Source: an optimization exercise on an open RTL-to-GDS flow (aim: small area, a short achievable clock period and few clock cycles). Production flows keep margins and buffers that such runs may drop. Only simulation tests tie the RTL to the original design; equivalence was not proved.

## flow/design.v (module list and top-level ports; edited modules follow where they fit)
// module mul_core: 2947 lines
// module mul_fa: 4 lines
// module mul_ha: 4 lines
// module fu_mul_pipe: 69 lines
module fu_mul_pipe #(
  parameter int XLEN  = 32,
  parameter int TAG_W = 4
) (
  input  logic             clk,
  input  logic             rst,
  input  logic             flush,
  input  logic             in_valid,
  output logic             in_ready,
  input  logic [1:0]       op,
  input  logic [XLEN-1:0]  a,
  input  logic [XLEN-1:0]  b,
  input  logic [TAG_W-1:0] tag,
  output logic             out_valid,
  input  logic             out_ready,
  output logic [XLEN-1:0]  res,
  output logic [TAG_W-1:0] out_tag,
  output logic             busy
);
  // ...
==> flow/flow/run.sh <==
#!/bin/bash
# The standard layout (standard.sh: ORFS from synthesis to the final layout), with one change:
# the port buffers that global placement inserts are sky130_fd_sc_hd__buf_1 cells rather than
# the default pick, clkdlybuf4s50_1, which is larger and slower. Timing repair still resizes them.
# make's full output is in make.log here; each ORFS step's own log is under orfs/logs/.
set -euo pipefail
export BUFFER_PORTS_ARGS="-buffer_cell sky130_fd_sc_hd__buf_1"
bash standard.sh finish > make.log 2>&1
==> flow/standard.sh <==
#!/bin/bash
# synth_recipe.tcl (not shown) runs the flow's synth.tcl, then flattens the netlist and writes it again
# the make line also repeats each setting of config.mk as NAME=value (left out here)
make -C /OpenROAD-flow-scripts/flow DESIGN_CONFIG=/design/flow/config.mk WORK_HOME=/design/flow/orfs CLKGATE_MAP_FILE= SYNTH_SCRIPT=/design/flow/synth_recipe.tcl "${@:-finish}"
==> flow/config.mk <==
export PLATFORM = sky130hd
export DESIGN_NAME = fu_mul_pipe
export DESIGN_NICKNAME = fu_mul_pipe
export VERILOG_FILES = /design/flow/design.v
export SDC_FILE = /design/flow/constraint.sdc
export NUM_CORES = 4
export LEC_CHECK = 0
export CAP_MARGIN = 20
export CORE_MARGIN = 2
export CORE_UTILIZATION = 70
export SETUP_SLACK_MARGIN = 5.0
export SLEW_MARGIN = 20
export SYNTH_HIERARCHICAL = 1
export SYNTH_MINIMUM_KEEP_SIZE = 0
==> flow/constraint.sdc <==
create_clock -name core_clock -period 9.0 [get_ports {clk}]
set_input_delay 1.8000 -clock core_clock [delete_from_list [all_inputs] [get_ports {clk}]]
set_output_delay 1.8000 -clock core_clock [all_outputs]
set_load 0.01 [all_outputs]
==> results.txt, run 1 <==
----------------------------------------------------
[Clock tree]
  Num CTS Buffers ... 31
  Number of resized instances in the post-cts repair step ... 5
  TritonCTS clock tree ... done
  Root Buffer Master ... sky130_fd_sc_hd__clkbuf_16

[Synthesis]
  Fraction of synthesized cell area in xor and xnor cells ... 16.64%
  Combinational family with the most area after synthesis ... adder cells
  Cell variety after synth ... 63
  Post-synth ARST share ... 1.465%
  Top-area cell type share of the netlist area ... 29.08%

[Placed design]
  IO buf count ... 113
  Worst slack at placement ... 4.756 ns
  Number of placed cells counting well taps ... 3,392

[STA]
  Tightest hold margin ... 0.4181 ns
  # setup viols final ... 0

[Drt]
  Via total after detailed routing ... 25,967

[Finish]
  Fin area ... 35,420 µm²
  Most used cells in the layout excluding fill and tap cells ... sky130_fd_sc_hd__xnor2_1 (585), sky130_fd_sc_hd__a22oi_1 (512), sky130_fd_sc_hd__fa_1 (488), sky130_fd_sc_hd__edfxtp_1 (269), sky130_fd_sc_hd__ha_1 (119)
  Flip-flop count of the largest register after layout ... 140
  Number of sequential cells ... 273
  Clk_buf instances ... 35
  Multi-input logic cell count ... 2,258
  Share of post-route cells with drive strength above 1 ... 7.155%

[Job]
  Max Cap Viol ... 0

[Worst setup path]
  Largest stage delay, worst path ... 0.53 ns
  Cell with the most instances on the worst path ... sky130_fd_sc_hd__fa_1
  Cell family with the largest share of critical-path delay ... adder cells
  Kind of end point of the critical path ... flop

[Floorplan]
  Die outline area ... 49,760 µm²
  Floorplan die width ... 223.1 µm

[Run status]
  Status ... finished clean

----------------------------------------------------
Testbench counts, summed over its fixed seeds: cycles 12,241.
==> run 2: changes to the inputs <==
--- a/flow/config.mk
+++ b/flow/config.mk
@@ -8,5 +8,5 @@
 export CAP_MARGIN = 20
 export CORE_MARGIN = 2
-export CORE_UTILIZATION = 70
+export CORE_UTILIZATION = 60
 export SETUP_SLACK_MARGIN = 5.0
 export SLEW_MARGIN = 20
==> results.txt, run 2 <==
----------------------------------------------------
[Run status]
  Status ... finished clean (unchanged)

[Global route]
  Wire length of the first global-routing pass ... 169,200 µm (was 161,700 µm)
  Number of antenna violations at the first check in global routing ... 1 (was 5)
  Vias in the first global route ... 26,981 (was 27,552)
  Maximum number of pins on one net before global-route repair ... 106 (was 88)
  Remaining global-route overflow ... 0 (unchanged)
  GRT Resource Usage Total ... 40.20% (was 43.46%)

[STA]
  Accumulated negative setup slack ... 0 ns (unchanged)
  Hold violation total from the final report ... 0 (unchanged)
  Actual transition at the worst max-transition pin ... 1.079 ns (was 0.9447 ns)
  Time the final worst path needs with I/O delays and setup ... 3.993 ns (was 4.010 ns)
  Unrepaired setup endpoints after global routing ... yes (unchanged)
  Final critical-path share of the clock period ... 44.37% (was 44.56%)
  Worst max-slew margin expressed relative to the limit ... 28.05% (was 37.02%)
  Layout Skew ... 0.02630 ns (was 0.03002 ns)
  Maximum operating frequency ... 250.4 MHz (was 249.4 MHz)
  # setup viols final ... 0 (unchanged)
  Final max-slew violation count ... 0 (unchanged)

[Drt]
  Starting DRT DRC Count ... 3,565 (was 4,094)
  Ratio of routed vias to standard cells ... 7.151 (was 7.516)
  Total iterations of the first detailed-routing run ... 11 (was 9)
  Remaining antenna violation count after routing ... 0 (unchanged)
  WL/cell ... 32.05 µm (was 31.28 µm)
  Via total after detailed routing ... 25,678 (was 25,967)
  Remaining routing DRC violations ... 0 (unchanged)
  Detailed Route WL ... 115,100 µm (was 108,100 µm)

[Finish]
  Count of antenna diodes in the layout ... 0 (was 3)
  Area added between synthesis and finish ... 6.638% (was 5.453%)
  Share of post-route cells with drive strength above 1 ... 7.633% (was 7.155%)
  Non-Filler Instances ... 3,591 (was 3,455)
  Most used cells in the layout excluding fill and tap cells ... sky130_fd_sc_hd__xnor2_1 (585), sky130_fd_sc_hd__a22oi_1 (511), sky130_fd_sc_hd__fa_1 (487), sky130_fd_sc_hd__edfxtp_1 (269), sky130_fd_sc_hd__ha_1 (118) (was sky130_fd_sc_hd__xnor2_1 (585), sky130_fd_sc_hd__a22oi_1 (512), sky130_fd_sc_hd__fa_1 (488), sky130_fd_sc_hd__edfxtp_1 (269), sky130_fd_sc_hd__ha_1 (119))
  Most common cell after layout, fill and taps aside ... sky130_fd_sc_hd__xnor2_1 (unchanged)
  Layout net count ... 3,507 (was 3,503)
  Flip-flop count of the largest register after layout ... 140 (unchanged)
  Top register by number of flip-flops ... u_core.t_q (unchanged)
  Registers with the highest flip-flop counts ... u_core.t_q (140), u_core.d_q (50), u_core.a_q (33) (unchanged)

[Synthesis]
  Cell taking the most area after synthesis ... sky130_fd_sc_hd__fa_1 (unchanged)
  Primary FF master, synth ... sky130_fd_sc_hd__edfxtp_1 (unchanged)
  Fraction of the yosys area taken by sequential cells ... 24.35% (unchanged)
  Most frequent cell after synthesis ... sky130_fd_sc_hd__xnor2_1 (unchanged)
  Synthesized instance count ... 2,926 (unchanged)
  Cell types occupying the most area after synthesis ... sky130_fd_sc_hd__fa_1 (29%), sky130_fd_sc_hd__edfxtp_1 (24%), sky130_fd_sc_hd__xnor2_1 (15%) (unchanged)
  Synthesis Warnings ... 9 (unchanged)
  Syn Area/Cell ... 11.48 µm² (unchanged)
  Post-synth ARST share ... 1.465% (unchanged)
  Number of synthesized flops with an enable pin ... 269 (unchanged)
  Total of flip-flops plus latches after synthesis ... 273 (unchanged)
  Post-synth design cell area ... 33,590 µm² (unchanged)
  Synthesized Nets ... 3,615 (unchanged)
  Cell variety after synth ... 63 (unchanged)
  Top cells by count, synth ... sky130_fd_sc_hd__xnor2_1 (585), sky130_fd_sc_hd__a22oi_1 (512), sky130_fd_sc_hd__fa_1 (488) (unchanged)
  Top-area cell type share of the netlist area ... 29.08% (unchanged)

[Clock tree]
  Num CTS Buffers ... 35 (was 31)
  Skew-Pair Late Insertion Delay ... 0.56 ns (was 0.63 ns)
  H-Tree Depth ... 2 (was 1)
  Clock-pin slew reported for the worst setup and hold paths after clock tree synthesis ... 0.06 ns (about the same)
  TritonCTS clock tree ... done (unchanged)
  Max Root-Sink Buffers ... 3 (unchanged)
  Root Buffer Master ... sky130_fd_sc_hd__clkbuf_16 (unchanged)
  Number of sinks on the clock net ... 273 (unchanged)

[Placed design]
  Total half-perimeter wirelength after legalization and detailed placement ... 68,930 µm (was 66,880 µm)
  Number of placed cells counting well taps ... 3,523 (was 3,392)
  IO buf count ... 113 (unchanged)
  Final weighted congestion in routability-driven placement ... 0.9791 (was 0.9956)

[Worst setup path]
  Data required time at the worst endpoint ... 9.28 ns (was 9.30 ns)
  Maximum fanout encountered on the critical timing path ... 34 (unchanged)
  Kind of end point of the critical path ... flop (unchanged)
  Data arrival time of the critical path ... 4.27 ns (was 4.31 ns)
  Start-to-end type of the worst setup path ... reg2reg (unchanged)
  Critical Path Start Type ... flop (unchanged)

[Floorplan]
  Floorplan die width ... 240.6 µm (was 223.1 µm)
  Die outline area ... 57,890 µm² (was 49,760 µm²)
  Starting Density ... 60.85% (was 70.65%)
  Num rows ... 86 (was 80)
  I/O pin total ... 114 (unchanged)
  Placeable core area ... 55,200 µm² (was 47,550 µm²)
  Overall die height ... 240.6 µm (was 223.1 µm)

[Job]
  Max Cap Viol ... 0 (unchanged)

[Worst hold path]
  Path class of the lowest-slack min-delay path ... reg2reg (unchanged)

----------------------------------------------------
-- run 2: cell counts after synthesis --
No cell type changed its count.
-- run 2: kinds of logic (layout without fill, tap and decap cells) --
family	Yosys count	count (layout)	synth area share (%)
XOR/XNOR	638	638	16.64
adder cells (fa/ha/maj)	614	614	33.78
AO/OA/AOI/OAI	718	718	15.28
multiplexers	35	35	1.512
buffers and inverters	395	312	4.608
flip-flops	273	273	24.35
AND/OR/NAND/NOR	253	253	3.840
-- run 2: layer usage --
| layer | part of all wire [%] | vias up | global-route usage, % |
|---|---|---|---|
| li1 | - | 10030 | - |
| met1 | 37 | 12790 | 52.91 |
| met2 | 42 | 2347 | 57.72 |
| met3 | 16 | 509 | 16.17 |
| met4 | 5.6 | 2 | 20.05 |
| met5 | 0.0096 | - | 0 |
-- run 2: timing repair --
| action | CTS | global route |
|---|---|---|
| hold buffers | 0 | 0 |
| buffers inserted | 2 | 4 |
| pin swaps | 1 | 3 |
| endpoints found under the setup margin | 45 | 60 |
| resized for setup | 11 | 85 |
| cloned | 0 | 0 |
-- run 2: cell type report --
type / count / area, µm²
sequential: 273 / 8179
clock inverter: 21 / 287.8
timing repair buffer: 204 / 1353
multi-input combinational: 2258 / 23990
clock buffer: 41 / 898.4
fill: 4315 / 19380
tap: 748 / 935.9
inverter: 46 / 172.7
-- run 2: worst paths after layout --
path / start / end / slack [ns] / cells after the start
min in group asynchronous: rst / v_q[1] / 1.10 / 2
max: u_core.d_q[36] / u_core.t_q[49] / 5.01 / 8
max reg2reg: u_core.d_q[36] / u_core.t_q[49] / 5.01 / 8
max in group asynchronous: rst / out_nvalid_q / 7.67 / 2
min: tag_q[0][1] / tag_q[1][1] / 0.42 / 0
min reg2reg: tag_q[0][1] / tag_q[1][1] / 0.42 / 0
-- run 2: worst max-delay path: stages, from the launching register on --
cell and delay (ns):
sky130_fd_sc_hd__edfxtp_1 0.31, sky130_fd_sc_hd__buf_4 0.55, sky130_fd_sc_hd__a22oi_1 0.17, sky130_fd_sc_hd__xnor2_1 0.19
sky130_fd_sc_hd__fa_1 0.59, sky130_fd_sc_hd__fa_1 0.45, sky130_fd_sc_hd__fa_1 0.42, sky130_fd_sc_hd__fa_1 0.58
sky130_fd_sc_hd__fa_2 0.45
-- run 2: per-module statistics from Yosys, one instance, submodules excluded --
module | flip-flops and latches | cell area, µm²
fu_mul_pipe | 50 | 2195
mul_core | 223 | 21150
mul_fa | 0 | 20.02
mul_ha | 0 | 12.51
-- run 2: through the flow --
step | worst slack (ns) | instance area [µm²] | utilization, % | hold WS, ns
6_report | 5.007 | 35820 | 64.89 | 0.4210
5_1_grt | 4.983 | 35820 | 64.89 | 0.4293
4_1_cts | 4.947 | 35480 | 64.27 | 0.4199
3_5_place_dp | 4.718 | 34230 | 62.01 | 0.4045
3_3_place_gp | 4.780 | 34230 | 62.01 | 0.4034
2_1_floorplan | 5.123 | 33590 | - | 0.4003

==> static timing again, ports no longer ideal <==
The results above use ideal ports. As a check the final layouts listed here were re-extracted and re-timed, cells and wires unchanged.
Step 1: set_driving_cell puts a clkbuf_16 on clk and a buf_2 on each other input, an assumption about the parent block.
Step 2 also shifts input and output timing later by t, the mid clock arrival at the registers, as if the neighbouring blocks saw the same clock.
a / b / c = ideal ports / drivers / drivers and shift; a / b = the first two.
run | t (ns) | setup slack, ns | latest minus earliest clock arrival (ns) | slew at the worst register clock pin (ns) | pins driven straight from the clock port
run 1 | 0.681 | 4.990 / 4.990 / 4.990 | 0.030 / 0.031 | 0.07 / 0.07 | 1
run 2 | 0.615 | 5.007 / 5.007 / 5.007 | 0.027 / 0.027 | 0.07 / 0.07 | 1
After both steps every run listed still meets setup and hold.
